Context: an optimization exercise on an open-source flow, tuned for small area, a short achievable clock period and few clock cycles. The choices shown serve that exercise and are no tape-out recipe.
RTL that was checked went through simulation tests only; none was proved equivalent to the original.
The RTL of run 4 was laid out without a check of its function.
Power is estimated from default activity; no workload was simulated.

===== flow/run.sh =====
#!/bin/bash
# synth_recipe.tcl (not shown) runs the flow's synth.tcl, then flattens the netlist and writes it again
# the make line also repeats each setting of config.mk as NAME=value (left out here)
make -C /OpenROAD-flow-scripts/flow DESIGN_CONFIG=/design/flow/config.mk WORK_HOME=/design/flow/orfs CLKGATE_MAP_FILE= SYNTH_SCRIPT=/design/flow/synth_recipe.tcl finish

===== flow/config.mk =====
export PLATFORM = sky130hd
export DESIGN_NAME = nearest_neighbor_zoom_nx
export DESIGN_NICKNAME = nearest_neighbor_zoom_nx
export VERILOG_FILES = /design/flow/design.v
export SDC_FILE = /design/flow/constraint.sdc
export NUM_CORES = 4
export LEC_CHECK = 0
export CAP_MARGIN = 20
export CORE_MARGIN = 2
export CORE_UTILIZATION = 40
export CTS_CLUSTER_DIAMETER = 60
export CTS_CLUSTER_SIZE = 30
export SLEW_MARGIN = 20

===== flow/constraint.sdc =====
create_clock -name core_clock -period 5.0 [get_ports {clk}]
set_input_delay 1.0000 -clock core_clock [delete_from_list [all_inputs] [get_ports {clk}]]
set_output_delay 1.0000 -clock core_clock [all_outputs]
set_load 0.01 [all_outputs]

===== flow/design.v =====
package nnz_pkg;
  localparam int PIXEL_W    = 8;
  localparam int MAX_SCALE  = 4;
  localparam int MAX_LINE_W = 320;
  localparam int MAX_LINES  = 240;
  typedef enum logic [1:0] {
    IDLE = 2'd0,
    LOAD = 2'd1,
    EMIT = 2'd2,
    DONE = 2'd3
  } nnz_state_e;
  function automatic logic cfg_legal(input int scale,
                                     input int width,
                                     input int height,
                                     input int max_scale,
                                     input int max_width,
                                     input int max_height);
    cfg_legal = (scale  >= 1) && (scale  <= max_scale) &&
           (width  >= 1) && (width  <= max_width) &&
           (height >= 1) && (height <= max_height);
  endfunction
endpackage
module nnz_line_buffer #(
  parameter int PIXEL_W = 8,
  parameter int NT      = 17,
  parameter int NM      = 19,
  parameter int TAP_W   = 5
) (
  input  logic               clk,
  input  logic               wr_en,
  input  logic [PIXEL_W-1:0] wr_data,
  input  logic [TAP_W-1:0]   tap_sel,
  output logic [PIXEL_W-1:0] tap_q
);
  localparam int N = NT * NM;
  logic [N*PIXEL_W-1:0] ring_q;
  logic [PIXEL_W-1:0]   tap_data;
  always_ff @(posedge clk) begin
    ring_q <= {(wr_en ? wr_data : ring_q[PIXEL_W-1:0]), ring_q[N*PIXEL_W-1:PIXEL_W]};
  end
  always_comb begin
    tap_data = ring_q[PIXEL_W +: PIXEL_W];
    for (int t = 1; t < NT; t++) begin
      if (tap_sel == TAP_W'(t)) tap_data = ring_q[(t*NM+1)*PIXEL_W +: PIXEL_W];
    end
  end
  always_ff @(posedge clk) begin
    tap_q <= tap_data;
  end
endmodule
module nearest_neighbor_zoom_nx #(
  parameter int PIXEL_W    = nnz_pkg::PIXEL_W,
  parameter int MAX_SCALE  = nnz_pkg::MAX_SCALE,
  parameter int MAX_LINE_W = nnz_pkg::MAX_LINE_W,
  parameter int MAX_LINES  = nnz_pkg::MAX_LINES,
  parameter int SCALE_W    = $clog2(MAX_SCALE + 1),
  parameter int COL_W      = $clog2(MAX_LINE_W + 1),
  parameter int ROW_W      = $clog2(MAX_LINES + 1)
) (
  input  logic               clk,
  input  logic               reset_n,
  input  logic               start,
  input  logic [SCALE_W-1:0] scale,
  input  logic [COL_W-1:0]   src_width,
  input  logic [ROW_W-1:0]   src_height,
  input  logic               in_valid,
  input  logic [PIXEL_W-1:0] in_pixel,
  output logic               in_ready,
  output logic               out_valid,
  output logic [PIXEL_W-1:0] out_pixel,
  input  logic               out_ready,
  output logic               out_eol,
  output logic               busy,
  output logic               done,
  output logic               cfg_err
);
  localparam int NT   = 17;
  localparam int NM   = 19;
  localparam int PW   = 5;
  localparam int RS_W = $clog2(MAX_SCALE);
  function automatic logic [2*PW-1:0] pos_dec(input logic [2*PW-1:0] p);
    if (p[PW-1:0] == '0) begin
      pos_dec = {(p[2*PW-1:PW] == '0) ? PW'(NT - 1) : p[2*PW-1:PW] - PW'(1), PW'(NM - 1)};
    end else begin
      pos_dec = {p[2*PW-1:PW], p[PW-1:0] - PW'(1)};
    end
  endfunction
  localparam logic [2*PW-1:0] POS_TAIL = {PW'(NT - 1), PW'(NM - 1)};
  localparam logic [2*PW-1:0] POS_ONE  = {PW'(0), PW'(1)};
  logic start_legal;
  assign start_legal = nnz_pkg::cfg_legal(32'(scale), 32'(src_width), 32'(src_height),
                                          MAX_SCALE, MAX_LINE_W, MAX_LINES);
  logic               busy_q, done_q, cfg_err_q, go_q;
  logic [SCALE_W-1:0] scale_q;
  logic [COL_W-1:0]   width_q;
  logic [ROW_W-1:0]   height_q;
  logic [RS_W-1:0]    sm1;           
  logic               s1;            
  logic               w1;            
  logic [PIXEL_W-1:0] ib0_q, ib1_q;
  logic               ibv0_q, ibv1_q;
  logic               in_ready_q;
  logic               em_act_q;
  logic [RS_W-1:0]    rxc_q, ryc_q;
  logic [COL_W-1:0]   colc_q;
  logic [ROW_W-1:0]   rowc_q;
  logic               col_end_q, row_end_q, rep0_q;
  logic               wfirst_q;
  logic [2*PW-1:0]    wp_q;          
  logic               wp_zero_q;     
  logic [2*PW-1:0]    p0_q;          
  logic               ract_q;
  logic               hv_q;
  logic [PIXEL_W-1:0] h_q;
  logic [COL_W-1:0]   rkc_q;
  logic               rk_end_q;
  logic [RS_W-1:0]    rrc_q;
  logic [2*PW-1:0]    np_q;          
  logic               np_tap_q;      
  logic               mv_q, meol_q, mlast_q;
  logic [PIXEL_W-1:0] mpix_q;
  logic               sv_q, seol_q, slast_q;
  logic [PIXEL_W-1:0] spix_q;
  logic               acc, go;
  logic               push, pop;
  logic               rx_end, ry_end;
  logic               src_ok, emit;
  logic [PIXEL_W-1:0] em_pix;
  logic               em_eol, em_last;
  logic               wr, winit;
  logic               cons_h, ld_h;
  logic [PIXEL_W-1:0] tap_q;
  logic               m_load;
  logic               busy_d;
  assign acc  = start && !busy_q;
  assign go   = acc && start_legal;
  assign push = in_valid && in_ready_q;
  assign sm1 = RS_W'(scale_q - SCALE_W'(1));
  assign s1  = (scale_q == SCALE_W'(1));
  assign w1  = (width_q == COL_W'(1));
  assign rx_end = (rxc_q == '0);
  assign ry_end = (ryc_q == '0);
  assign src_ok = rep0_q ? (ibv0_q && (!rx_end || s1 || wfirst_q || wp_zero_q)) : hv_q;
  assign emit   = em_act_q && src_ok && !sv_q;
  assign em_pix  = rep0_q ? ib0_q : h_q;
  assign em_eol  = rx_end && col_end_q;
  assign em_last = em_eol && ry_end && row_end_q;
  assign pop    = emit && rep0_q && rx_end;
  assign wr     = pop && !s1;
  assign winit  = wr && wfirst_q;
  assign cons_h = emit && !rep0_q && rx_end;
  assign ld_h   = ract_q && (!hv_q || cons_h) && np_tap_q;
  nnz_line_buffer #(
    .PIXEL_W (PIXEL_W),
    .NT      (NT),
    .NM      (NM),
    .TAP_W   (PW)
  ) u_line_buffer (
    .clk      (clk),
    .wr_en    (wr),
    .wr_data  (ib0_q),
    .tap_sel  (np_q[2*PW-1:PW]),
    .tap_q    (tap_q)
  );
  assign m_load = !mv_q || out_ready;
  always_comb begin
    busy_d = busy_q;
    if (go)          busy_d = 1'b1;
    else if (done_q) busy_d = 1'b0;
  end
  always_ff @(posedge clk or negedge reset_n) begin
    if (!reset_n) begin
      busy_q     <= 1'b0;
      done_q     <= 1'b0;
      cfg_err_q  <= 1'b0;
      go_q       <= 1'b0;
      in_ready_q <= 1'b0;
      ibv0_q     <= 1'b0;
      ibv1_q     <= 1'b0;
      em_act_q   <= 1'b0;
      ract_q     <= 1'b0;
      hv_q       <= 1'b0;
      mv_q       <= 1'b0;
      sv_q       <= 1'b0;
    end else begin
      busy_q     <= busy_d;
      done_q     <= mv_q && out_ready && mlast_q;
      cfg_err_q  <= acc && !start_legal;
      go_q       <= go;
      in_ready_q <= go || (busy_d && !(!pop && (ibv1_q || (ibv0_q && push))));
      if (go_q) begin
        em_act_q <= 1'b1;
      end else if (emit && em_last) begin
        em_act_q <= 1'b0;
      end
      if (winit) begin
        ract_q <= 1'b1;
      end else if (ld_h) begin
        hv_q <= 1'b1;
        if (rk_end_q && rrc_q == '0) ract_q <= 1'b0;
      end else if (cons_h) begin
        hv_q <= 1'b0;
      end
      if (pop) begin
        if (ibv1_q) ibv1_q <= 1'b0;
        else        ibv0_q <= push;
      end else if (push) begin
        if (ibv0_q) ibv1_q <= 1'b1;
        else        ibv0_q <= 1'b1;
      end
      if (m_load) begin
        mv_q <= sv_q || emit;
        sv_q <= 1'b0;
      end else if (emit) begin
        sv_q <= 1'b1;
      end
    end
  end
  always_ff @(posedge clk) begin
    if (pop) begin
      ib0_q <= ibv1_q ? ib1_q : in_pixel;
    end else if (push && !ibv0_q) begin
      ib0_q <= in_pixel;
    end
    if (push && ibv0_q && !pop) ib1_q <= in_pixel;
    if (!busy_q) begin
      scale_q  <= scale;
      width_q  <= src_width;
      height_q <= src_height;
    end
    if (go_q) begin
      rxc_q     <= sm1;
      ryc_q     <= sm1;
      rep0_q    <= 1'b1;
      colc_q    <= width_q;
      col_end_q <= w1;
      rowc_q    <= height_q;
      row_end_q <= (height_q == ROW_W'(1));
      wfirst_q  <= 1'b1;
    end else if (emit) begin
      if (rx_end) begin
        rxc_q <= sm1;
        if (col_end_q) begin
          colc_q    <= width_q;
          col_end_q <= w1;
          if (ry_end) begin
            ryc_q    <= sm1;
            rep0_q   <= 1'b1;
            wfirst_q <= 1'b1;
            rowc_q    <= rowc_q - ROW_W'(1);
            row_end_q <= (rowc_q == ROW_W'(2));
          end else begin
            ryc_q  <= ryc_q - RS_W'(1);
            rep0_q <= 1'b0;
          end
        end else begin
          colc_q    <= colc_q - COL_W'(1);
          col_end_q <= (colc_q == COL_W'(2));
        end
      end else begin
        rxc_q <= rxc_q - RS_W'(1);
      end
      if (winit) wfirst_q <= 1'b0;
    end
    if (wr) begin
      wp_q      <= {PW'(0), PW'(sm1)};
      wp_zero_q <= 1'b0;
    end else begin
      wp_q      <= pos_dec(wp_q);
      wp_zero_q <= (wp_q == POS_ONE);
    end
    if (winit) p0_q <= POS_TAIL;
    else       p0_q <= pos_dec(p0_q);
    if (ld_h) h_q <= tap_q;
    if (winit) begin
      rkc_q    <= width_q;
      rk_end_q <= w1;
      rrc_q    <= sm1 - RS_W'(1);
      np_q     <= POS_TAIL;
      np_tap_q <= 1'b0;
    end else if (ld_h) begin
      if (rk_end_q) begin
        rkc_q    <= width_q;
        rk_end_q <= w1;
        rrc_q    <= rrc_q - RS_W'(1);
        np_q     <= pos_dec(p0_q);
        np_tap_q <= 1'b0;
      end else begin
        rkc_q    <= rkc_q - COL_W'(1);
        rk_end_q <= (rkc_q == COL_W'(2));
        np_q     <= {np_q[2*PW-1:PW], PW'(sm1)};
        np_tap_q <= 1'b0;
      end
    end else begin
      np_q     <= pos_dec(np_q);
      np_tap_q <= (np_q[PW-1:0] == PW'(1));
    end
    if (m_load) begin
      mpix_q  <= sv_q ? spix_q : em_pix;
      meol_q  <= sv_q ? seol_q : em_eol;
      mlast_q <= sv_q ? slast_q : em_last;
    end else if (emit) begin
      spix_q  <= em_pix;
      seol_q  <= em_eol;
      slast_q <= em_last;
    end
  end
  assign in_ready  = in_ready_q;
  assign out_valid = mv_q;
  assign out_pixel = mpix_q;
  assign out_eol   = meol_q;
  assign busy      = busy_q;
  assign done      = done_q;
  assign cfg_err   = cfg_err_q;
endmodule

==> results of run 1 <==
[metal layers]
metal | wire length [microns] | share of wire | vias to the layer above
li1 | - | - | 11274
met1 | 41800 | 0.52 | 10734
met2 | 32400 | 0.40 | 287
met3 | 3270 | 0.041 | 160
met4 | 2690 | 0.034 | 6
met5 | 42 | 0.00052 | -
[cells in the mapped netlist (all sizes together) (5+ instances only)]
library cell	n	share of area
nor3b	6	0.00083
or2	7	0.00077
o21ai	65	0.0054
inv	40	0.0025
a221oi	9	0.0013
o22ai	18	0.0019
xor2	9	0.0013
mux2i	7	0.0012
nor2	68	0.0043
nand2	98	0.0062
xnor2	20	0.0029
or3	5	0.00052
ha	20	0.0042
mux2	24	0.0045
nor4	12	0.0012
and4bb	5	0.0010
dfrtp	12	0.0050
nand2b	17	0.0018
a22oi	10	0.0012
nor2b	8	0.00083
a31oi	5	0.00052
nor3	34	0.0028
a21oi	51	0.0045
nor4b	9	0.0017
o221ai	7	0.0010
and3	6	0.00062
buf	23	0.0023
a211oi	8	0.0012
edfxtp	99	0.049
nand3	18	0.0016
nand4b	5	0.00083
clkbuf	17	0.0011
dfxtp	2626	0.87
[sequential cells by signal, summed over array words and instances, names as in the netlist, 3 cells and up]
| register | count |
|---|---|
| u_line_buffer.ring_q | 2584 |
| ib1_q | 8 |
| rkc_q | 9 |
| wp_q | 10 |
| np_q | 10 |
| p0_q | 10 |
| ib0_q | 8 |
| colc_q | 9 |
| width_q | 9 |
| mpix_q | 8 |
| height_q | 8 |
| rowc_q | 8 |
| u_line_buffer.tap_q | 8 |
| spix_q | 8 |
| scale_q | 3 |
| h_q | 8 |
[final cells by class]
cell class / count / share of cell area
clock inverters: 45 / 0.0123
flip-flops and latches: 2737 / 0.837
multi-input cells: 621 / 0.0599
repair buffers: 50 / 0.00735
inverters: 40 / 0.00225
clock buffers: 121 / 0.0436
well taps: 2016 / 0.0378
diodes: 5 / 0.000187
[cells in the final DEF (no fill, tap or decap), drive strengths merged, types with 20 or more instances in the layout]
cell,count
dfxtp,2626
clkbuf,121
edfxtp,99
nand2,98
nor2,68
o21ai,65
inv,57
a21oi,51
clkdlybuf4s50,46
nor3,34
mux2,24
clkinv,21
xnor2,20
ha,20
[worst max-delay path by stage]
stage | startpoint | to | slack, ns | cells past startpoint
floorplan | out_ready | seol_q | 2.05 | 2
global placement | out_ready | spix_q[5] | 1.83 | 3
detailed placement | out_ready | spix_q[6] | 1.74 | 3
CTS | sv_q | rkc_q[4] | 2.02 | 5
global route | sv_q | rkc_q[6] | 1.80 | 5
finish | np_q[5] | u_line_buffer.tap_q[6] | 1.97 | 7
[cells by family (layout without fill, tap and decap cells)]
logic type / count (synthesis) / in the layout / share of synthesized area
XOR/XNOR: 29 / 29 / 0.00422
multiplexers: 31 / 31 / 0.00565
flip-flops: 2737 / 2737 / 0.928
adder cells (fa/ha/maj): 20 / 20 / 0.00416
buffers and inverters: 80 / 256 / 0.00586
AO/OA/AOI/OAI: 215 / 215 / 0.0231
AND/OR/NAND/NOR: 326 / 326 / 0.0291
other: 0 / 5 / 0
[power by group]
group	leakage (nW)	internal, mW	total [mW]	switching [mW]
sequential	22.2	22.5	22.9	0.340
clock	1.78	4.63	11.2	6.56
combinational	1.81	0.774	1.91	1.14
[stage by stage]
stage | power [mW] | util | setup WS (ns) | area (sq um)
6_report | 36.0 | 0.446 | 1.97 | 66700
5_1_grt | 37.4 | 0.446 | 1.80 | 66700
4_1_cts | 36.3 | 0.446 | 2.02 | 66700
3_5_place_dp | 25.3 | 0.421 | 1.74 | 63000
3_3_place_gp | 25.2 | 0.421 | 1.83 | 63000
2_1_floorplan | 24.6 | - | 2.05 | 60200
==> impl_results.md, run 1 <==
* Final HPWL DP at 51,800 microns
* Pin count of the biggest net entering global routing at 34
* Area grow syn2layout at 10.9%
* Setup Skew at 0.0562 ns
* Residual DRC at 0
* Final worst path period need at 3.03 ns
* DR vias at 22,461
* Clock Pin Slew Worst Setup and Hold Paths at 0.10 ns
* Storage element area at 0.0558 sq mm
* Hold WC Path Type: reg -> reg
* Worst path slowest cell: ha_1
* Fillcell total at 12,980
* Cells on worst reg2reg path at 7
* Proportion of layout cells with a drive suffix above 1 at 0.0617
* Mapped Nets at 3,491
* Critical Path Fanout Max at 14
* Final #Nets at 3,618
* Post-route insts no fill at 5,635
* Initial antenna violation count at 18
* RSZ-0062 raised after global routing: false
* Critical path buffers and inverters at 0
* Final period utilization at 0.606
* Worst path max stage delay at 0.60 ns
* HP Start: u_line_buffer.ring_q[78]
* Later-pin clock latency in the skew report at 0.78 ns
* Grt met2 use at 0.147
* Clk sink count at 2,737
* Chip Width at 392 microns
* Yosys Warn Count at 2
* GRT Overall Usage at 0.104
* Initial Utilization at 0.402
* CTS buffer count at 115
* GR Util met3 at 0.0219
* GR peak layer: met1
* R2R setup slack at 1.97 ns
* Final setup vio count at 0
* Hold Path End: u_line_buffer.ring_q[70]
* Chip Height at 392 microns
* Status: timing/DRC/antenna clean
* Sequential share of the synthesized area at 0.928
* Slew Viols, Final at 0
* Post-synthesis instance area at 0.0602 sq mm
* DR vias/cell at 3.99
* Multi-input logic area at 0.00400 sq mm
* Synth Instances at 3,438
* Relative slew slack at 0.425
* Measured slew at the worst slew-check pin at 0.862 ns
* Placed Instances at 5,464
* PwrDens at 539 mW/mm^2
* Maximum vdd drop at 0.311 mV
* Setup CP Type: reg -> reg
* Critical Path RT at 5.64 ns
* Met1 global-route usage at 0.156
* H-tree depth at 3
* Drt pass-1 iters at 5
* Post_cts resized at 0
* Hold path cells at 0
* Core ar. at 0.150 sq mm
* EDFF count, synth at 99
* Crit start category: register
* CP Capture Type: register
* IO Count at 47
* Fin Setup TNS at 0 ns
* DR iter-0 viols at 1,027
* Min Hold Slack at 0.284 ns
* Grt ovf at 0
* Row Count at 142
* Max cap viols at 0
* Delay-heaviest family, CP: compound AO/OA/AOI/OAI gates
* Maximum buffer depth of the clock tree at 3
* Fmax achieved at 330 MHz
* Ys async rst share at 0.00438
* Die area at 0.154 sq mm
* Yosys cell types at 88
* Final Hold Fails at 0
* R2r startpoint: np_q[5]
* CTS tree: done
* Crit Reg-Reg Endpoint: u_line_buffer.tap_q[6]
* Count of buffers from port buffering at 46
* First-pass GRT wire length at 122,000 microns
* CP Cell Sequence: ha_1, nor2b_1, nand3b_1, o221a_2, o21ai_1, a211oi_1, o41a_1
* Synth Flop Type: dfxtp_1
* Final wirelength at 80,200 microns
* Setup repair bufs after CTS at 0
* Pleak at 25.8 nW
* CP Data Arrival Time at 3.67 ns
* Vias in the first global route at 21,468
* Routability congestion estimate at 0.815
* Mean post-synth cell area at 17.5 sq um
* Routed len/inst at 14.2 microns
* Flops & latches, synth at 2,737
* CTS Hold Bufs at 0
* Antenna viol nets, final at 0
* Root Buffer Master: clkbuf_16
Testbench counts, summed over its fixed seeds: cycles 646,332.
==> run 2: changes to the inputs <==
--- a/flow/config.mk
+++ b/flow/config.mk
@@ -11,3 +11,4 @@
 export CTS_CLUSTER_DIAMETER = 60
 export CTS_CLUSTER_SIZE = 30
+export SETUP_SLACK_MARGIN = 3.0
 export SLEW_MARGIN = 20
==> run 2 against run 1 <==
Compared with the run above:
- count of clock-buffer cells in the layout rose by 2
- clock power barely moved
- still clean
- worst setup slack improved by 0.68 ns
- clock skew rose by 0.030 ns
- sequential cell count did not move
- critical path depth fell by 6
==> impl_results.md, run 2 <==
* Status: timing/DRC/antenna clean
* Design Power at 36.7 mW
* Placed Instances at 5,462
* Post-route cell area at 0.0682 sq mm
* Count of buffers from port buffering at 46
* IO Count at 47
* Initial Utilization at 0.402
* Commonest cells post-synth: dfxtp_1, edfxtp_1, nand2_1
* Placed cell areas at 0.0630 sq mm
* DR vias/cell at 4.03
* Critical Path RT at 4.00 ns
* Crit start category: register
* Relative slew slack at 0.385
* R2R setup slack at 2.84 ns
* Ys async rst share at 0.00438
* Fin Setup TNS at 0 ns
* Commonest non-fill, non-tap cell in the layout: dfxtp_1
* Slew Viols, Final at 0
* R2r startpoint: np_q[6]
* DR iter-0 viols at 1,225
* Root Buffer Master: clkbuf_16
* Post-route insts no fill at 5,726
* Largest area contributor in the netlist: dfxtp_1
* Row Count at 142
* CTS tree: done
* Measured slew at the worst slew-check pin at 0.923 ns
* Post-synthesis instance area at 0.0602 sq mm
* Die area at 0.154 sq mm
* Vias in the first global route at 21,524
* Mean post-synth cell area at 17.5 sq um
* Critical Path Fanout Max at 1
* Yosys Warn Count at 2
* Fmax achieved at 425 MHz
* Synth Instances at 3,438
* Biggest register: u_line_buffer.ring_q
* DR vias at 23,063
* Cells on worst reg2reg path at 8
* Synth top area share at 0.874
* Setup Skew at 0.0867 ns
* Final period utilization at 0.470
* Worst path slowest cell: edfxtp_1
* Fin util at 0.456
* Final #Nets at 3,708
* EDFF count, synth at 99
* Setup crit start: mpix_q[3]
* Final HPWL DP at 52,100 microns
* Drt pass-1 iters at 5
* H-tree depth at 3
* Routed len/inst at 14.5 microns
* Setup CP Type: reg -> out
* Chip Width at 392 microns
* Hold WC Path Type: reg -> reg
* Final wirelength at 83,100 microns
* Max FFs per register at 2,584
* CP Data Arrival Time at 1.35 ns
* Final setup vio count at 0
* Proportion of layout cells with a drive suffix above 1 at 0.117
* CTS buffer count at 114
* Pin count of the biggest net entering global routing at 34
* Most common cell in the synthesized netlist: dfxtp_1
* Fillcell total at 12,889
* Later-pin clock latency in the skew report at 0.78 ns
* Initial antenna violation count at 21
* Critical path buffers and inverters at 1
* Max cap viols at 0
* Area grow syn2layout at 13.3%
* Crit Reg-Reg Endpoint: u_line_buffer.tap_q[6]
* Final Hold Fails at 0
* Grt ovf at 0
* First-pass GRT wire length at 124,000 microns
* Maximum vdd drop at 0.321 mV
* Routability congestion estimate at 0.813
* Synth Flop Type: dfxtp_1
* Worst setup endpoint: out_pixel[3]
* Pleak at 26.4 nW
* GRT Overall Usage at 0.107
* CP Cell Sequence: buf_6
* Chip Height at 392 microns
* Core ar. at 0.150 sq mm
* Residual DRC at 0
* Yosys cell types at 88
* PwrDens at 538 mW/mm^2
* Clock Pin Slew Worst Setup and Hold Paths at 0.10 ns
* Mapped Nets at 3,491
* Sequential share of the synthesized area at 0.928
* CTS Hold Bufs at 0
* Flops & latches, synth at 2,737
* Antenna viol nets, final at 0
* Worst path max stage delay at 0.43 ns
* Synth area leaders: dfxtp_1, edfxtp_1, nand2_1
* Delay-heaviest family, CP: flip-flops
* Most frequent cells in the layout: dfxtp_1, clkbuf_16, edfxtp_1, nand2_1, nor2_1
* CP Capture Type: primary output
* Crit path depth at 1
* Final worst path period need at 2.35 ns
* Clk sink count at 2,737
* RSZ-0062 raised after global routing: true
* Maximum buffer depth of the clock tree at 3
==> run 2: changes by cell type in the layout (fill, tap and decap cells not counted), moves of 8 or more <==
cell,previous run,this run
a21oi_2,1,9
clkdlybuf4s50_1,46,32
o21ai_0,60,50
a21oi_1,49,40
nor2_1,67,56
buf_2,0,13
buf_6,0,28
buf_4,4,53
nor3_1,34,26
==> run 2: area by class of cell <==
| cell class | count | area, sq um | share of cell area |
|---|---|---|---|
| Antenna cell | 7 | 17.5 | 0.000257 |
| Clock buffer | 123 | 2930 | 0.0429 |
| Clock inverter | 41 | 734 | 0.0108 |
| Multi-Input combinational cell | 626 | 4730 | 0.0693 |
| Sequential cell | 2737 | 55900 | 0.819 |
| Tap cell | 2016 | 2520 | 0.0370 |
| Timing Repair inverter | 3 | 20.0 | 0.000294 |
| Timing Repair Buffer | 133 | 1230 | 0.0180 |
| Inverter | 40 | 164 | 0.00240 |
==> run 2: report_power, final <==
part | switching [mW] | internal, mW | leakage, nW
registers | 0.414 | 22.5 | 22.2
clock network | 6.50 | 4.57 | 1.76
logic | 1.43 | 1.26 | 2.46
==> run 2: timing repair <==
action | CTS | global route
resized for setup | 159 | 112
cloned | 5 | 3
endpoints found under the setup margin | 157 | 120
endpoints found under the hold margin | 0 | 0
pin swaps | 36 | 49
setup buffers | 56 | 29
==> run 2: how the worst min path moves through the flow <==
stage	to	depth (start not counted)	slack [ns]	startpoint
6_report	u_line_buffer.ring_q[505]	0	0.28	u_line_buffer.ring_q[513]
5_1_grt	u_line_buffer.ring_q[598]	0	0.27	u_line_buffer.ring_q[606]
4_1_cts	u_line_buffer.ring_q[598]	0	0.27	u_line_buffer.ring_q[606]
3_5_place_dp	u_line_buffer.ring_q[1810]	0	0.31	u_line_buffer.ring_q[1818]
3_3_place_gp	u_line_buffer.ring_q[1564]	0	0.31	u_line_buffer.ring_q[1572]
2_1_floorplan	u_line_buffer.ring_q[1000]	0	0.31	u_line_buffer.ring_q[1008]
==> run 2: stage by stage <==
| stage | hold slack, ns | worst slack [ns] |
|---|---|---|
| after CTS | 0.268 | 2.57 |
| after global placement | 0.310 | 2.13 |
| after detailed placement | 0.312 | 2.02 |
| final | 0.278 | 2.65 |
| after global routing | 0.272 | 2.56 |
| after floorplan | 0.310 | 2.91 |
==> run 2: kinds of logic after synthesis <==
kind of cell / share of synthesized area
and+or+nand+nor: 0.0291
xor gates and xnor gates: 0.00422
AOI/OAI and AO/OA: 0.0231
buffers and inverters: 0.00586
muxes: 0.00565
adders and majority gates: 0.00416
DFF: 0.928
==> run 2: per-layer routing <==
layer | vias to the layer above | GRT usage | routed length, microns
met1 | 11035 | 0.158 | 42600
met5 | - | 0 | 31
met3 | 166 | 0.0264 | 4080
li1 | 11490 | - | -
met2 | 366 | 0.151 | 33700
met4 | 6 | 0.0376 | 2770
==> run 3: changes to the inputs <==
--- a/flow/config.mk
+++ b/flow/config.mk
@@ -11,4 +11,4 @@
 export CTS_CLUSTER_DIAMETER = 60
 export CTS_CLUSTER_SIZE = 30
-export SETUP_SLACK_MARGIN = 3.0
+export SETUP_SLACK_MARGIN = 2.6
 export SLEW_MARGIN = 20
==> run 3 against run 2 <==
Compared with the run above:
- still clean on timing, DRC and antenna
- total power down 2.7%
- sequential power hardly changed
- synthesized cell count did not move
- first-iteration DRC count increased by 1.2%
- final cell count decreased by 1.4%
- hold slack got worse by 0.0089 ns
- area after synthesis unchanged
- worst setup slack better by 0.037 ns
- design area fell by 2.2%
- non-clock buffer count decreased by 68
- critical endpoint is now out_valid
- largest cell class unchanged
- largest power group unchanged
==> impl_results.md, run 3 <==
* Status: timing/DRC/antenna clean
* DR iter-0 viols at 1,240
* Pleak at 25.8 nW
* CTS buffer count at 112
* Core ar. at 0.150 sq mm
* Grt ovf at 0
* Internal at 27.8 mW
* Die area at 0.154 sq mm
* Fin Setup TNS at 0 ns
* R2R setup slack at 2.70 ns
* Critical path buffers and inverters at 1
* Fmax achieved at 432 MHz
* Fin util at 0.446
* Drt pass-1 iters at 4
* Fillcell total at 13,050
* CTS Hold Bufs at 0
* Crit path depth at 1
* Yosys Warn Count at 2
* Final #Nets at 3,631
* Antenna viol nets, final at 0
* CP Cell Sequence: buf_2
* Uppermost layer routed: met5
* Max cap viols at 0
* Clk sink count at 2,737
* Sequential share of the synthesized area at 0.928
* Synth area leaders: dfxtp_1, edfxtp_1, nand2_1
* Routability congestion estimate at 0.825
* Seq pwr share at 0.641
* Final wirelength at 80,500 microns
* Delay-heaviest family, CP: flip-flops
* CP Capture Type: primary output
* Largest area contributor in the netlist: dfxtp_1
* Clock Pin Slew Worst Setup and Hold Paths at 0.10 ns
* RSZ-0062 raised after global routing: true
* Later-pin clock latency in the skew report at 0.75 ns
* Initial Utilization at 0.402
* Critical Path Fanout Max at 3
* H-tree depth at 3
* CP Data Arrival Time at 1.31 ns
* Clock share of power at 0.304
* R2r startpoint: sv_q
* Synth top area share at 0.874
* Setup Skew at 0.0717 ns
* Cells on worst reg2reg path at 5
* Biggest register: u_line_buffer.ring_q
* Design Power at 35.7 mW
* DR vias/cell at 3.99
* Synth Flop Type: dfxtp_1
* GRT Overall Usage at 0.104
* CTS tree: done
* Slew Viols, Final at 0
* DR vias at 22,538
* Pin count of the biggest net entering global routing at 34
* Mapped Nets at 3,491
* Relative slew slack at 0.421
* Hold WC Path Type: reg -> reg
* Met3 WL at 3250 microns
* EDFF count, synth at 99
* Initial antenna violation count at 19
* Setup crit start: mv_q
* IO Count at 47
* Row Count at 142
* Flops & latches, synth at 2,737
* Final Hold Fails at 0
* Logic pwr share at 0.055
* Crit Reg-Reg Endpoint: rkc_q[8]
* Count of buffers from port buffering at 46
* Sw frac at 0.222
* Most common cell in the synthesized netlist: dfxtp_1
* Post-synthesis instance area at 0.0602 sq mm
* Mean post-synth cell area at 17.5 sq um
* M1 WL at 42,300 microns
* First-pass GRT wire length at 122,000 microns
* Maximum vdd drop at 0.318 mV
* Max FFs per register at 2,584
* Chip Height at 392 microns
* Routed len/inst at 14.3 microns
* Root Buffer Master: clkbuf_16
* Proportion of layout cells with a drive suffix above 1 at 0.0732
* Final setup vio count at 0
* Ys async rst share at 0.00438
* PwrDens at 535 mW/mm^2
* Commonest non-fill, non-tap cell in the layout: dfxtp_1
* Crit start category: register
* Final worst path period need at 2.31 ns
* Synth Instances at 3,438
* Met2 WL at 32,300 microns
* Yosys cell types at 88
* Setup CP Type: reg -> out
* Commonest cells post-synth: dfxtp_1, edfxtp_1, nand2_1
* Final HPWL DP at 52,100 microns
* Worst setup endpoint: out_valid
* Critical Path RT at 4.00 ns
* Most frequent cells in the layout: dfxtp_1, clkbuf_16, edfxtp_1, nand2_1, nor2_1
* Worst path max stage delay at 0.41 ns
* Vias in the first global route at 21,248
* Area grow syn2layout at 10.9%
* Multi-input logic area at 0.00413 sq mm
* Min Hold Slack at 0.269 ns
* Chip Width at 392 microns
* Maximum buffer depth of the clock tree at 3
* Switching Power at 7.92 mW
* Storage element area at 0.0559 sq mm
* Worst path slowest cell: dfrtp_1
* Measured slew at the worst slew-check pin at 0.868 ns
* Final period utilization at 0.463
* Residual DRC at 0
==> run 3: how the worst min path moves through the flow <==
stage | startpoint | end | slack (ns) | depth (start not counted)
finish | u_line_buffer.ring_q[669] | u_line_buffer.ring_q[661] | 0.27 | 0
global route | u_line_buffer.ring_q[669] | u_line_buffer.ring_q[661] | 0.27 | 0
CTS | u_line_buffer.ring_q[669] | u_line_buffer.ring_q[661] | 0.27 | 0
detailed placement | u_line_buffer.ring_q[1093] | u_line_buffer.ring_q[1085] | 0.31 | 0
global placement | u_line_buffer.ring_q[1997] | u_line_buffer.ring_q[1989] | 0.31 | 0
floorplan | u_line_buffer.ring_q[1008] | u_line_buffer.ring_q[1000] | 0.31 | 0
==> run 3: logic make-up after synthesis <==
kind of cell,after synthesis,synth area share
simple gates,326,0.0291
flops,2737,0.928
compound gates,215,0.0231
buf+inv,80,0.00586
xor+xnor,29,0.00422
fa+ha+maj,20,0.00416
mux,31,0.00565
==> run 3: routing by layer <==
| layer | up-vias | global-route usage |
|---|---|---|
| met1 | 10710 | 0.156 |
| met2 | 340 | 0.147 |
| li1 | 11316 | - |
| met3 | 170 | 0.0212 |
| met5 | - | 0 |
| met4 | 2 | 0.0401 |
==> run 3: what timing repair did <==
| item | CTS | global route |
|---|---|---|
| buffers inserted | 6 | 11 |
| pin swaps | 0 | 3 |
| gates cloned | 1 | 0 |
| hold endpoints to repair | 0 | 0 |
| resized for setup | 77 | 16 |
| setup endpoints to repair | 91 | 80 |
==> run 3: worst reg2reg max path, delay by kind of cell (launching register included) <==
| kind | cells | cell delay, ns |
|---|---|---|
| DFF | 1 | 0.57 |
| and+or+nand+nor | 4 | 1.19 |
| buffers and inverters | 1 | 0.23 |
==> run 3: layout make-up <==
type                    instances  share of cell area
diodes                          8            0.000300
clock buffers                 124              0.0437
clock inverters                31             0.00898
inverters                      40             0.00231
multi-input cells             621              0.0619
flip-flops and latches       2737               0.837
well taps                    2016              0.0378
repair buffers                 65             0.00804
repair inverters                1           0.0000750
==> run 3: through the flow <==
| step | area, sq um | setup WS [ns] | cells |
|---|---|---|---|
| final | 66700 | 2.69 | 5643 |
| after CTS | 66600 | 2.60 | 5624 |
| after global routing | 66700 | 2.57 | 5635 |
| after floorplan | 60200 | 2.73 | 3438 |
| after global placement | 63000 | 2.10 | 5462 |
| after detailed placement | 63000 | 2.00 | 5462 |
==> run 3: power by group through the flow <==
stage | sequential [mW] | combinational [mW] | clock, mW
finish | 22.9 | 1.97 | 10.8
global placement | 23.4 | 1.82 | 0
CTS | 22.9 | 1.88 | 11.2
global route | 23.0 | 2.18 | 12.0
detailed placement | 23.4 | 1.87 | 0
floorplan | 23.2 | 1.37 | 0
==> run 4: changes to the inputs <==
--- a/flow/design.v
+++ b/flow/design.v
@@ -94,5 +94,4 @@
   logic [SCALE_W-1:0] scale_q;
   logic [COL_W-1:0]   width_q;
-  logic [ROW_W-1:0]   height_q;
   logic [RS_W-1:0]    sm1;           
   logic               s1;            
@@ -110,16 +109,10 @@
   logic               wp_zero_q;     
   logic [2*PW-1:0]    p0_q;          
-  logic               ract_q;
   logic               hv_q;
   logic [PIXEL_W-1:0] h_q;
-  logic [COL_W-1:0]   rkc_q;
-  logic               rk_end_q;
-  logic [RS_W-1:0]    rrc_q;
   logic [2*PW-1:0]    np_q;          
   logic               np_tap_q;      
   logic               mv_q, meol_q, mlast_q;
   logic [PIXEL_W-1:0] mpix_q;
-  logic               sv_q, seol_q, slast_q;
-  logic [PIXEL_W-1:0] spix_q;
   logic               acc, go;
   logic               push, pop;
@@ -129,7 +122,6 @@
   logic               em_eol, em_last;
   logic               wr, winit;
-  logic               cons_h, ld_h;
+  logic               cons_h, ld_h, ld_last;
   logic [PIXEL_W-1:0] tap_q;
-  logic               m_load;
   logic               busy_d;
   assign acc  = start && !busy_q;
@@ -142,5 +134,5 @@
   assign ry_end = (ryc_q == '0);
   assign src_ok = rep0_q ? (ibv0_q && (!rx_end || s1 || wfirst_q || wp_zero_q)) : hv_q;
-  assign emit   = em_act_q && src_ok && !sv_q;
+  assign emit   = em_act_q && src_ok && (!mv_q || out_ready);
   assign em_pix  = rep0_q ? ib0_q : h_q;
   assign em_eol  = rx_end && col_end_q;
@@ -150,5 +142,12 @@
   assign winit  = wr && wfirst_q;
   assign cons_h = emit && !rep0_q && rx_end;
-  assign ld_h   = ract_q && (!hv_q || cons_h) && np_tap_q;
+  assign ld_h = np_tap_q &&
+                (hv_q ? (cons_h && !(col_end_q && ry_end))
+                      : (em_act_q && (!rep0_q || (!wfirst_q && !s1))));
+  always_comb begin
+    if (!hv_q)          ld_last = rep0_q ? w1 : col_end_q;
+    else if (col_end_q) ld_last = w1;
+    else                ld_last = (colc_q == COL_W'(2));
+  end
   nnz_line_buffer #(
     .PIXEL_W (PIXEL_W),
@@ -163,5 +162,4 @@
     .tap_q    (tap_q)
   );
-  assign m_load = !mv_q || out_ready;
   always_comb begin
     busy_d = busy_q;
@@ -179,8 +177,6 @@
       ibv1_q     <= 1'b0;
       em_act_q   <= 1'b0;
-      ract_q     <= 1'b0;
       hv_q       <= 1'b0;
       mv_q       <= 1'b0;
-      sv_q       <= 1'b0;
     end else begin
       busy_q     <= busy_d;
@@ -194,12 +190,6 @@
         em_act_q <= 1'b0;
       end
-      if (winit) begin
-        ract_q <= 1'b1;
-      end else if (ld_h) begin
-        hv_q <= 1'b1;
-        if (rk_end_q && rrc_q == '0) ract_q <= 1'b0;
-      end else if (cons_h) begin
-        hv_q <= 1'b0;
-      end
+      if (ld_h)        hv_q <= 1'b1;
+      else if (cons_h) hv_q <= 1'b0;
       if (pop) begin
         if (ibv1_q) ibv1_q <= 1'b0;
@@ -209,10 +199,5 @@
         else        ibv0_q <= 1'b1;
       end
-      if (m_load) begin
-        mv_q <= sv_q || emit;
-        sv_q <= 1'b0;
-      end else if (emit) begin
-        sv_q <= 1'b1;
-      end
+      mv_q <= emit || (mv_q && !out_ready);
     end
   end
@@ -225,7 +210,9 @@
     if (push && ibv0_q && !pop) ib1_q <= in_pixel;
     if (!busy_q) begin
-      scale_q  <= scale;
-      width_q  <= src_width;
-      height_q <= src_height;
+      scale_q <= scale;
+      width_q <= src_width;
+    end
+    if (!busy_q) begin
+      rowc_q <= src_height;
     end
     if (go_q) begin
@@ -235,6 +222,5 @@
       colc_q    <= width_q;
       col_end_q <= w1;
-      rowc_q    <= height_q;
-      row_end_q <= (height_q == ROW_W'(1));
+      row_end_q <= (rowc_q == ROW_W'(1));
       wfirst_q  <= 1'b1;
     end else if (emit) begin
@@ -274,34 +260,17 @@
     if (ld_h) h_q <= tap_q;
     if (winit) begin
-      rkc_q    <= width_q;
-      rk_end_q <= w1;
-      rrc_q    <= sm1 - RS_W'(1);
       np_q     <= POS_TAIL;
       np_tap_q <= 1'b0;
     end else if (ld_h) begin
-      if (rk_end_q) begin
-        rkc_q    <= width_q;
-        rk_end_q <= w1;
-        rrc_q    <= rrc_q - RS_W'(1);
-        np_q     <= pos_dec(p0_q);
-        np_tap_q <= 1'b0;
-      end else begin
-        rkc_q    <= rkc_q - COL_W'(1);
-        rk_end_q <= (rkc_q == COL_W'(2));
-        np_q     <= {np_q[2*PW-1:PW], PW'(sm1)};
-        np_tap_q <= 1'b0;
-      end
+      np_q     <= ld_last ? pos_dec(p0_q) : {np_q[2*PW-1:PW], PW'(sm1)};
+      np_tap_q <= 1'b0;
     end else begin
       np_q     <= pos_dec(np_q);
       np_tap_q <= (np_q[PW-1:0] == PW'(1));
     end
-    if (m_load) begin
-      mpix_q  <= sv_q ? spix_q : em_pix;
-      meol_q  <= sv_q ? seol_q : em_eol;
-      mlast_q <= sv_q ? slast_q : em_last;
-    end else if (emit) begin
-      spix_q  <= em_pix;
-      seol_q  <= em_eol;
-      slast_q <= em_last;
+    if (emit) begin
+      mpix_q  <= em_pix;
+      meol_q  <= em_eol;
+      mlast_q <= em_last;
     end
   end
--- a/flow/config.mk
+++ b/flow/config.mk
@@ -11,4 +11,4 @@
 export CTS_CLUSTER_DIAMETER = 60
 export CTS_CLUSTER_SIZE = 30
-export SETUP_SLACK_MARGIN = 2.6
+export SETUP_SLACK_MARGIN = 2.7
 export SLEW_MARGIN = 20
==> run 4 against run 3 <==
Compared with the run above:
- largest power group unchanged
- critical endpoint is now out_pixel[1]
- still clean on timing, DRC and antenna
- clock skew down 0.028 ns
- maximum frequency down 8.5%
- combinational power is 18% higher
==> impl_results.md, run 4 <==
* Placed cell areas at 0.0617 sq mm
* EDFF count, synth at 61
* Routed len/inst at 14.2 microns
* Count of buffers from port buffering at 46
* Sequential share of the synthesized area at 0.930
* Maximum buffer depth of the clock tree at 3
* Chip Width at 388 microns
* Core ar. at 0.146 sq mm
* DR iter-0 viols at 1,230
* Final period utilization at 0.506
* Antenna viol nets, final at 0
* Critical Path Fanout Max at 1
* Final wirelength at 78,000 microns
* Post-synthesis instance area at 0.0589 sq mm
* Fin util at 0.452
* Fillcell total at 12,617
* Final worst path period need at 2.53 ns
* Vias in the first global route at 20,523
* CTS tree: done
* Biggest register: u_line_buffer.ring_q
* Initial antenna violation count at 20
* Max FFs per register at 2,584
* Worst path slowest cell: edfxtp_1
* Clock share of power at 0.303
* Critical path buffers and inverters at 1
* Most frequent cells in the layout: dfxtp_1, clkbuf_16, nor2_1, nand2_1, edfxtp_1
* Critical Path RT at 4.00 ns
* RSZ-0062 raised after global routing: true
* HP Start: u_line_buffer.ring_q[480]
* Initial Utilization at 0.404
* Final #Nets at 3,589
* Yosys cell types at 79
* Drt pass-1 iters at 5
* Seq pwr share at 0.633
* Final setup vio count at 0
* Commonest cells post-synth: dfxtp_1, nor2_1, nand2_1
* Ys async rst share at 0.00370
* Hold WC Path Type: reg -> reg
* Flops & latches, synth at 2,705
* Largest area contributor in the netlist: dfxtp_1
* Fin Setup TNS at 0 ns
* Setup Skew at 0.0433 ns
* Delay-heaviest family, CP: flip-flops
* CTS buffer count at 113
* Area grow syn2layout at 12.0%
* Clk sink count at 2,705
* Chip Height at 388 microns
* Die area at 0.150 sq mm
* R2r startpoint: np_q[5]
* Internal at 28.0 mW
* CP Cell Sequence: buf_2
* Commonest non-fill, non-tap cell in the layout: dfxtp_1
* Synth top area share at 0.895
* Measured slew at the worst slew-check pin at 0.672 ns
* Clock Pin Slew Worst Setup and Hold Paths at 0.10 ns
* Proportion of layout cells with a drive suffix above 1 at 0.0906
* Pin count of the biggest net entering global routing at 35
* Worst setup margin at 2.47 ns
* Status: timing/DRC/antenna clean
* Maximum vdd drop at 0.360 mV
* Mapped Nets at 3,420
* Final Hold Fails at 0
* Post-route cell area at 0.0660 sq mm
* Sw frac at 0.227
* Setup CP Type: reg -> out
* Post-route insts no fill at 5,507
* Dpl ws at 1.43 ns
* Later-pin clock latency in the skew report at 0.76 ns
* Hold Path End: u_line_buffer.ring_q[472]
* Max cap viols at 0
* Pleak at 25.6 nW
* CP Capture Type: primary output
* Cells on worst reg2reg path at 7
* Mean post-synth cell area at 17.5 sq um
* CTS Hold Bufs at 0
* Fmax achieved at 396 MHz
* IO Count at 47
* First-pass GRT wire length at 118,000 microns
* Synth Flop Type: dfxtp_1
* Most common cell in the synthesized netlist: dfxtp_1
* DR vias/cell at 4.05
* Crit start category: register
* Residual DRC at 0
* Logic pwr share at 0.064
* Row Count at 140
* H-tree depth at 3
* Hold path cells at 0
* Worst path max stage delay at 0.55 ns
* Yosys Warn Count at 2
* Root Buffer Master: clkbuf_16
* Routability congestion estimate at 0.785
* Grt ovf at 0
* Synth Instances at 3,369
* PwrDens at 549 mW/mm^2
* Final HPWL DP at 49,700 microns
* GRT Overall Usage at 0.102
* Slew Viols, Final at 0
* DR vias at 22,289
* Relative slew slack at 0.552
* R2R setup slack at 2.73 ns
* Placed Instances at 5,298
* Switching Power at 8.23 mW
* Crit Reg-Reg Endpoint: u_line_buffer.tap_q[7]
* Synth area leaders: dfxtp_1, edfxtp_1, mux2_2
* CP Data Arrival Time at 1.53 ns
-- run 4: cell types whose count changed after synthesis, sizes merged, moves of 6 or more --
cell and delta:
edfxtp -38, nand2 -25, o21ai -13, inv -12, nor2 +11, o22ai -11
buf -8, dfxtp +8, xnor2 -8, mux2i +7, xor2 -7, clkbuf +6
o311ai +6
-- run 4: cells by family after synthesis --
family | after synthesis | synth area share
xor gates and xnor gates | 14 | 0.00208
muxes | 43 | 0.00792
buffers and inverters | 67 | 0.00482
and+or+nand+nor | 324 | 0.0289
adders and majority gates | 18 | 0.00382
DFF | 2705 | 0.930
AOI/OAI and AO/OA | 198 | 0.0223
-- run 4: power groups by stage --
stage	combinational (mW)	sequential (mW)	clock, mW
floorplan	1.48	23.2	0
global placement	1.96	23.4	0
detailed placement	2.00	23.4	0
CTS	2.18	22.9	11.4
global route	2.55	23.0	12.1
finish	2.32	22.9	11.0
-- run 4: metal layers --
layer	track usage	share of wire	wire, microns	up-vias
met5	0	0	0	-
met4	0.0349	0.029	2250	0
met3	0.0228	0.047	3680	140
met2	0.143	0.40	31300	383
met1	0.153	0.52	40700	10632
li1	-	-	-	11134
-- run 4: worst register-to-register path, delay by kind of cell, from the launching register on --
family	cells	cell delay (ns)
fa+ha+maj	1	0.17
buf+inv	1	0.11
compound gates	4	0.89
flops	1	0.39
simple gates	1	0.57
-- run 4: area by class of cell --
class	instances	area [sq um]	share of cell area
well taps	1917	2400	0.0364
inverters	29	115	0.00174
repair buffers	91	802	0.0122
multi-input cells	598	4200	0.0637
clock buffers	124	2910	0.0441
flip-flops and latches	2705	54800	0.831
diodes	3	7.51	0.000114
clock inverters	40	707	0.0107
-- run 4: how the worst max path moves through the flow --
stage,depth (start not counted),endpoint,startpoint
2_1_floorplan,5,rowc_q[4],out_ready
3_3_place_gp,6,u_line_buffer.ring_q[2577],out_ready
3_5_place_dp,6,u_line_buffer.ring_q[2578],out_ready
4_1_cts,1,out_pixel[2],mpix_q[2]
5_1_grt,1,out_pixel[2],mpix_q[2]
6_report,1,out_pixel[1],mpix_q[1]
-- run 4: repair_timing --
item	in CTS	in global routing
setup endpoints to repair	88	57
setup buffers	22	19
gates resized for setup	104	39
gates cloned	1	0
pin swaps	6	9
-- run 4: per-stage QoR --
step                hold slack, ns  power (mW)
finish                       0.316        36.2
global route                 0.317        37.7
CTS                          0.316        36.5
detailed placement           0.312        25.4
global placement             0.310        25.3
floorplan                    0.310        24.6
==> run 5: changes to the inputs <==
--- a/flow/design.v
+++ b/flow/design.v
@@ -105,5 +105,7 @@
   logic [ROW_W-1:0]   rowc_q;
   logic               col_end_q, row_end_q, rep0_q;
-  logic               wfirst_q;
+  logic               wfirst_q;      
+  logic               hw_q;          
+  logic               nw_q;          
   logic [2*PW-1:0]    wp_q;          
   logic               wp_zero_q;     
@@ -115,4 +117,6 @@
   logic               mv_q, meol_q, mlast_q;
   logic [PIXEL_W-1:0] mpix_q;
+  logic               sv_q, seol_q, slast_q;
+  logic [PIXEL_W-1:0] spix_q;
   logic               acc, go;
   logic               push, pop;
@@ -121,7 +125,9 @@
   logic [PIXEL_W-1:0] em_pix;
   logic               em_eol, em_last;
-  logic               wr, winit;
+  logic               wr, winit, wr0, wr1;
+  logic [PIXEL_W-1:0] wr_data;
   logic               cons_h, ld_h, ld_last;
   logic [PIXEL_W-1:0] tap_q;
+  logic               m_load;
   logic               busy_d;
   assign acc  = start && !busy_q;
@@ -133,12 +139,16 @@
   assign rx_end = (rxc_q == '0);
   assign ry_end = (ryc_q == '0);
-  assign src_ok = rep0_q ? (ibv0_q && (!rx_end || s1 || wfirst_q || wp_zero_q)) : hv_q;
-  assign emit   = em_act_q && src_ok && (!mv_q || out_ready);
+  assign wr0     = !s1 && !hw_q && (wfirst_q ? pop
+                                             : (em_act_q && rep0_q && ibv0_q && wp_zero_q));
+  assign wr1     = em_act_q && rep0_q && !s1 && ibv1_q && hw_q && !nw_q && !col_end_q && wp_zero_q;
+  assign wr      = wr0 || wr1;
+  assign winit   = wr0 && wfirst_q;
+  assign wr_data = hw_q ? ib1_q : ib0_q;
+  assign src_ok = rep0_q ? (ibv0_q && (!rx_end || s1 || hw_q || wfirst_q || wp_zero_q)) : hv_q;
+  assign emit   = em_act_q && src_ok && !sv_q;
   assign em_pix  = rep0_q ? ib0_q : h_q;
   assign em_eol  = rx_end && col_end_q;
   assign em_last = em_eol && ry_end && row_end_q;
   assign pop    = emit && rep0_q && rx_end;
-  assign wr     = pop && !s1;
-  assign winit  = wr && wfirst_q;
   assign cons_h = emit && !rep0_q && rx_end;
   assign ld_h = np_tap_q &&
@@ -158,8 +168,9 @@
     .clk      (clk),
     .wr_en    (wr),
-    .wr_data  (ib0_q),
+    .wr_data  (wr_data),
     .tap_sel  (np_q[2*PW-1:PW]),
     .tap_q    (tap_q)
   );
+  assign m_load = !mv_q || out_ready;
   always_comb begin
     busy_d = busy_q;
@@ -179,4 +190,5 @@
       hv_q       <= 1'b0;
       mv_q       <= 1'b0;
+      sv_q       <= 1'b0;
     end else begin
       busy_q     <= busy_d;
@@ -199,5 +211,10 @@
         else        ibv0_q <= 1'b1;
       end
-      mv_q <= emit || (mv_q && !out_ready);
+      if (m_load) begin
+        mv_q <= sv_q || emit;
+        sv_q <= 1'b0;
+      end else if (emit) begin
+        sv_q <= 1'b1;
+      end
     end
   end
@@ -247,5 +264,12 @@
         rxc_q <= rxc_q - RS_W'(1);
       end
-      if (winit) wfirst_q <= 1'b0;
+    end
+    if (winit) wfirst_q <= 1'b0;
+    if (go_q || pop) begin
+      hw_q <= !go_q && (nw_q || wr1);
+      nw_q <= 1'b0;
+    end else begin
+      hw_q <= hw_q || wr0;
+      nw_q <= nw_q || wr1;
     end
     if (wr) begin
@@ -269,8 +293,12 @@
       np_tap_q <= (np_q[PW-1:0] == PW'(1));
     end
-    if (emit) begin
-      mpix_q  <= em_pix;
-      meol_q  <= em_eol;
-      mlast_q <= em_last;
+    if (m_load) begin
+      mpix_q  <= sv_q ? spix_q : em_pix;
+      meol_q  <= sv_q ? seol_q : em_eol;
+      mlast_q <= sv_q ? slast_q : em_last;
+    end else if (emit) begin
+      spix_q  <= em_pix;
+      seol_q  <= em_eol;
+      slast_q <= em_last;
     end
   end
--- a/flow/config.mk
+++ b/flow/config.mk
@@ -8,5 +8,5 @@
 export CAP_MARGIN = 20
 export CORE_MARGIN = 2
-export CORE_UTILIZATION = 40
+export CORE_UTILIZATION = 55
 export CTS_CLUSTER_DIAMETER = 60
 export CTS_CLUSTER_SIZE = 30
==> run 5 against run 4 <==
Compared with the run above:
- count of clock-buffer cells in the layout increased by 35
- via count increased by 4.0%
- critical path type unchanged
- design area up 0.89%
- clock power rose by 13%
- critical endpoint is now out_pixel[3]
- synthesized cell count grew 1.4%
- wire length up 7.0%
- final cell count down 7.6%
- clock skew decreased by 0.0095 ns
- area after synthesis rose by 1.0%
- combinational power is 5% higher
- largest power group unchanged
==> impl_results.md, run 5 <==
* Largest area contributor in the netlist: dfxtp_1
* Clock Pin Slew Worst Setup and Hold Paths at 0.10 ns
* Fillcell total at 7,643
* CTS buffer count at 131
* CP Capture Type: primary output
* Relative slew slack at 0.396
* Commonest non-fill, non-tap cell in the layout: dfxtp_1
* Critical Path RT at 4.00 ns
* Routed len/inst at 16.4 microns
* Biggest register: u_line_buffer.ring_q
* Synth Flop Type: dfxtp_1
* CP Cell Sequence: buf_2
* RSZ-0062 raised after global routing: true
* Fin Setup TNS at 0 ns
* Maximum vdd drop at 0.334 mV
* CTS tree: done
* Worst path slowest cell: edfxtp_1
* Commonest cells post-synth: dfxtp_1, nand2_1, edfxtp_1
* Initial Utilization at 0.555
* Residual DRC at 0
* Worst setup margin at 2.70 ns
* Measured slew at the worst slew-check pin at 0.906 ns
* Pin count of the biggest net entering global routing at 36
* Mean post-synth cell area at 17.4 sq um
* Clk sink count at 2,718
* Antenna viol nets, final at 0
* Critical Path Fanout Max at 1
* Die area at 0.111 sq mm
* Fmax achieved at 436 MHz
* Chip Height at 333 microns
* Proportion of layout cells with a drive suffix above 1 at 0.0913
* Crit start category: register
* Min Hold Slack at 0.300 ns
* Status: timing/DRC/antenna clean
* Post-route insts no fill at 5,086
* Yosys cell types at 73
* Chip Width at 333 microns
* Final setup vio count at 0
* Sequential share of the synthesized area at 0.927
* Dpl ws at 1.81 ns
* Slew Viols, Final at 0
* Maximum buffer depth of the clock tree at 3
* H-tree depth at 4
* Mapped Nets at 3,467
* Initial antenna violation count at 11
* Row Count at 120
* Final Hold Fails at 0
* Final period utilization at 0.459
* IO Count at 47
* EDFF count, synth at 71
* Final #Nets at 3,641
* Grt ovf at 0
* Core ar. at 0.107 sq mm
* Placed Instances at 4,831
* Critical path buffers and inverters at 1
* Most frequent cells in the layout: dfxtp_1, clkbuf_16, nand2_1, edfxtp_1, a21oi_1
* DR vias/cell at 4.56
* Yosys Warn Count at 2
* Synth top area share at 0.887
* Hold WC Path Type: reg -> reg
* Later-pin clock latency in the skew report at 0.75 ns
* Setup CP Type: reg -> out
* Max FFs per register at 2,584
* DR iter-0 viols at 1,449
* PwrDens at 567 mW/mm^2
* Delay-heaviest family, CP: flip-flops
* Final HPWL DP at 52,000 microns
* Worst path max stage delay at 0.40 ns
* First-pass GRT wire length at 130,000 microns
* Area grow syn2layout at 11.8%
* GRT Overall Usage at 0.152
* Count of buffers from port buffering at 46
* Pleak at 26.1 nW
* Final worst path period need at 2.30 ns
* Max cap viols at 0
* Post-synthesis instance area at 0.0595 sq mm
* Setup Skew at 0.0338 ns
* CTS Hold Bufs at 0
* Ys async rst share at 0.00405
* Drt pass-1 iters at 7
* Flops & latches, synth at 2,718
* Routability congestion estimate at 0.842
* Most common cell in the synthesized netlist: dfxtp_1
* DR vias at 23,185
* Root Buffer Master: clkbuf_16
* CP Data Arrival Time at 1.30 ns
* Synth Instances at 3,416
* Vias in the first global route at 23,013
* Final wirelength at 83,500 microns
* Synth area leaders: dfxtp_1, edfxtp_1, a21oi_1
run 5: path summary, 6_finish.rpt:
kind	from	end	slack, ns	cells past startpoint
max	mpix_q[3]	out_pixel[3]	2.70	1
min	u_line_buffer.ring_q[60]	u_line_buffer.ring_q[52]	0.30	0
max reg2reg	np_q[5]	u_line_buffer.tap_q[7]	2.77	8
min reg2reg	u_line_buffer.ring_q[60]	u_line_buffer.ring_q[52]	0.30	0
max in group asynchronous	reset_n	busy_q	3.94	1
min in group asynchronous	reset_n	mv_q	0.63	1
run 5: through the flow:
step           area [sq um]  utilization  power, mW
2_1_floorplan         59500            -       24.7
3_3_place_gp          61600        0.575       25.4
3_5_place_dp          61600        0.575       25.5
4_1_cts               66300        0.619       37.9
5_1_grt               66600        0.621       39.2
6_report              66600        0.621       37.7
run 5: cell families (layout without fill, tap and decap cells):
group | count (synthesis) | count (layout) | synth area share
fa+ha+maj | 18 | 18 | 0.00378
other cells | 0 | 3 | 0
flops | 2718 | 2718 | 0.927
mux | 44 | 44 | 0.00795
simple gates | 310 | 310 | 0.0279
xor+xnor | 13 | 13 | 0.00191
buf+inv | 75 | 338 | 0.00534
compound gates | 238 | 239 | 0.0262
run 5: layout make-up:
cell class              instances  area, sq um  share of cell area
multi-input cells             624         4320              0.0649
repair buffers                 79          709              0.0107
well taps                    1403         1760              0.0264
clock buffers                 159         3590              0.0540
clock inverters                64          855              0.0128
flip-flops and latches       2718        55200               0.829
inverters                      36          135             0.00203
diodes                          3         7.51            0.000113
run 5: routing by layer:
metal / part of all wire / wire length (microns) / GRT usage
met5: 0 / 0 / 0
met4: 0.027 / 2290 / 0.0587
met3: 0.044 / 3690 / 0.0301
met2: 0.43 / 36100 / 0.228
met1: 0.50 / 41400 / 0.218
run 5: repair_timing:
action                                  in CTS  in global routing
pin swaps                                    4                  8
endpoints found under the setup margin     105                 66
cloned                                       1                  1
setup buffers                               14                 13
gates resized for setup                     94                 32
run 5: power by group:
part	total [mW]	internal, mW	switching [mW]	leakage (nW)
registers	22.9	22.5	0.460	22.0
logic	2.43	0.992	1.44	1.94
clock network	12.4	5.75	6.63	2.16
Testbench counts of run 5, summed over its fixed seeds: cycles 646,332.
==> run 6: changes to the inputs <==
--- a/flow/config.mk
+++ b/flow/config.mk
@@ -8,5 +8,5 @@
 export CAP_MARGIN = 20
 export CORE_MARGIN = 2
-export CORE_UTILIZATION = 55
+export CORE_UTILIZATION = 40
 export CTS_CLUSTER_DIAMETER = 60
 export CTS_CLUSTER_SIZE = 30
==> run 6 against run 5 <==
Compared with the run above:
- wire length fell by 6.1%
- still clean
- hold slack improved by 0.012 ns
- final cell count rose by 9.5%
- critical path depth did not move
- highest routed layer unchanged
- clock power fell by 11%
- core utilization fell by 17 points
- sequential share of layout area rose by 0.15 points
- non-clock buffer count rose by 1
==> impl_results.md, run 6 <==
* Synth Flop Type: dfxtp_1
* Final wirelength at 78,400 microns
* Core ar. at 0.148 sq mm
* Fin Setup TNS at 0 ns
* Root Buffer Master: clkbuf_16
* Later-pin clock latency in the skew report at 0.76 ns
* Worst path slowest cell: dfrtp_2
* Measured slew at the worst slew-check pin at 0.681 ns
* Hold Path End: u_line_buffer.ring_q[1918]
* Seq pwr share at 0.633
* Clock Pin Slew Worst Setup and Hold Paths at 0.10 ns
* Routability congestion estimate at 0.801
* Setup crit start: in_ready_q
* Sw frac at 0.225
* Slew Viols, Final at 0
* PwrDens at 546 mW/mm^2
* Setup CP Type: reg -> out
* Critical path buffers and inverters at 1
* Chip Width at 390 microns
* Final setup vio count at 0
* Initial antenna violation count at 14
* Hold path cells at 0
* Die area at 0.152 sq mm
* DR iter-0 viols at 1,201
* Logic pwr share at 0.063
* Biggest register: u_line_buffer.ring_q
* R2r startpoint: np_q[5]
* Pleak at 25.7 nW
* Maximum vdd drop at 0.315 mV
* Routed len/inst at 14.1 microns
* Count of buffers from port buffering at 46
* Pin count of the biggest net entering global routing at 36
* Worst path max stage delay at 0.45 ns
* Max cap viols at 0
* Vias in the first global route at 20,787
* Flops & latches, synth at 2,718
* IO Count at 47
* CP Cell Sequence: buf_6
* Delay-heaviest family, CP: flip-flops
* Synth Instances at 3,416
* Max FFs per register at 2,584
* Fmax achieved at 429 MHz
* Most frequent cells in the layout: dfxtp_1, clkbuf_16, nand2_1, edfxtp_1, a21oi_1
* CP Capture Type: primary output
* R2R setup slack at 2.75 ns
* Antenna viol nets, final at 0
* Chip Height at 390 microns
* Synth top area share at 0.887
* Yosys cell types at 73
* Crit Reg-Reg Endpoint: u_line_buffer.tap_q[1]
* Critical Path Fanout Max at 2
* GRT Overall Usage at 0.101
* DR vias at 22,483
* DR vias/cell at 4.04
* Clock share of power at 0.304
* Crit start category: register
* RSZ-0062 raised after global routing: true
* Commonest cells post-synth: dfxtp_1, nand2_1, edfxtp_1
* Min Hold Slack at 0.312 ns
* Most common cell in the synthesized netlist: dfxtp_1
* Hold WC Path Type: reg -> reg
* Area grow syn2layout at 11.6%
* Switching Power at 8.15 mW
* Final period utilization at 0.466
* Grt ovf at 0
* Setup Skew at 0.0337 ns
* Status: timing/DRC/antenna clean
* Drt pass-1 iters at 7
* Ys async rst share at 0.00405
* Residual DRC at 0
* Mapped Nets at 3,467
* Cells on worst reg2reg path at 7
* Relative slew slack at 0.545
* CTS buffer count at 113
* Internal at 28.1 mW
* Post-synthesis instance area at 0.0595 sq mm
* Proportion of layout cells with a drive suffix above 1 at 0.0792
* Final Hold Fails at 0
* CP Data Arrival Time at 1.33 ns
* Largest area contributor in the netlist: dfxtp_1
* Commonest non-fill, non-tap cell in the layout: dfxtp_1
* CTS tree: done
* Yosys Warn Count at 2
* Final HPWL DP at 50,000 microns
* H-tree depth at 3
* Maximum buffer depth of the clock tree at 3
* EDFF count, synth at 71
* Row Count at 141
* Initial Utilization at 0.403
* Critical Path RT at 4.00 ns
* First-pass GRT wire length at 118,000 microns
* Sequential share of the synthesized area at 0.927
* Synth area leaders: dfxtp_1, edfxtp_1, a21oi_1
* HP Start: u_line_buffer.ring_q[1926]
* Clk sink count at 2,718
* Final #Nets at 3,623
* Mean post-synth cell area at 17.4 sq um
* Final worst path period need at 2.33 ns
## run 6: cell counts after synthesis
Identical to the previous run, type by type.
## run 6: power by group through the flow
stage | clock network (mW) | registers, mW | logic [mW]
4_1_cts | 11.4 | 23.0 | 2.17
2_1_floorplan | 0 | 23.3 | 1.49
3_3_place_gp | 0 | 23.5 | 1.93
6_report | 11.0 | 23.0 | 2.28
3_5_place_dp | 0 | 23.5 | 1.99
5_1_grt | 12.2 | 23.1 | 2.49
## run 6: layer usage
metal | up-vias | share of wire | track usage
li1 | 11320 | - | -
met1 | 10727 | 0.53 | 0.152
met2 | 316 | 0.41 | 0.146
met3 | 120 | 0.041 | 0.0213
met4 | 0 | 0.022 | 0.0300
met5 | - | 0 | 0
## run 6: worst register-to-register path, delay by kind of cell (launching register included)
| family | cells | cell delay [ns] |
|---|---|---|
| flops | 1 | 0.44 |
| fa+ha+maj | 1 | 0.32 |
| compound gates | 4 | 0.73 |
| simple gates | 2 | 0.69 |
## run 6: cell families after synthesis
kind of cell	after synthesis	synth area share
AO/OA/AOI/OAI	238	0.0262
XOR/XNOR	13	0.00191
adder cells (fa/ha/maj)	18	0.00378
buffers and inverters	75	0.00534
flip-flops	2718	0.927
multiplexers	44	0.00795
AND/OR/NAND/NOR	310	0.0279
## run 6: per-stage QoR
step,setup slack [ns],instance area [sq um],power (mW),utilization,instances
after global routing,2.60,66400,37.7,0.450,5555
after CTS,2.59,66200,36.5,0.448,5540
after global placement,1.77,62300,25.4,0.422,5360
after floorplan,2.76,59500,24.7,-,3416
after detailed placement,1.75,62300,25.5,0.422,5360
final,2.67,66500,36.3,0.450,5567
## run 6: final cells by class
| cell class | instances | area (sq um) |
|---|---|---|
| Fill cell | 12577 | 81200 |
| Sequential cell | 2718 | 55200 |
| Multi-Input combinational cell | 623 | 4300 |
| Clock buffer | 128 | 3000 |
| Tap cell | 1930 | 2410 |
| Timing Repair Buffer | 80 | 738 |
| Clock inverter | 40 | 637 |
| Inverter | 36 | 138 |
| Antenna cell | 12 | 30.0 |
## run 6: what timing repair did
action                                  4_1_cts  5_1_grt
endpoints found under the setup margin      121       70
hold buffers                                  0        0
gates cloned                                  1        0
gates resized for setup                     102       27
pin swaps                                     6        5
setup buffers                                11       15
## run 6: worst max-delay path by stage
stage          cells after the start    endpoint
2_1_floorplan                      2      seol_q
3_3_place_gp                       7  in_ready_q
3_5_place_dp                       7  in_ready_q
4_1_cts                            1        busy
5_1_grt                            1    in_ready
6_report                           1    in_ready

==> re-timing with driven ports <==
In the flow no input, the clock included, has a driving cell. The finished layouts below were timed again as built, in two steps.
Step 1 assumes that a clkbuf_16 drives the clock port and a buf_2 every other input.
Step 2, shift: input delay + t, output delay - t, t = (earliest + latest rising clock arrival at the registers) / 2. This alone moves slack from input paths to output paths.
Three values: ideal, step 1, step 2; two values: the first two.
run	shift t [ns]	setup slack, ns	hold slack, ns	worst setup path at the end
run 1	0.817	1.969 / 1.969 / 1.969	0.284 / 0.284 / 0.284	register to register
run 2	0.809	2.649 / 2.579 / 2.364	0.278 / 0.278 / 0.278	input to register
run 3	0.795	2.686 / 2.614 / 2.278	0.269 / 0.269 / 0.269	input to register
run 4	0.811	2.472 / 2.402 / 1.990	0.316 / 0.316 / 0.316	input to register
run 5	0.806	2.704 / 2.631 / 2.258	0.300 / 0.300 / 0.300	input to register
run 6	0.801	2.671 / 2.605 / 2.050	0.312 / 0.312 / 0.312	input to register
After both steps every run listed still meets setup and hold. The setup slack of run 6, which loses most, moves by -0.066 ns with the drivers and by -0.621 ns with both steps.
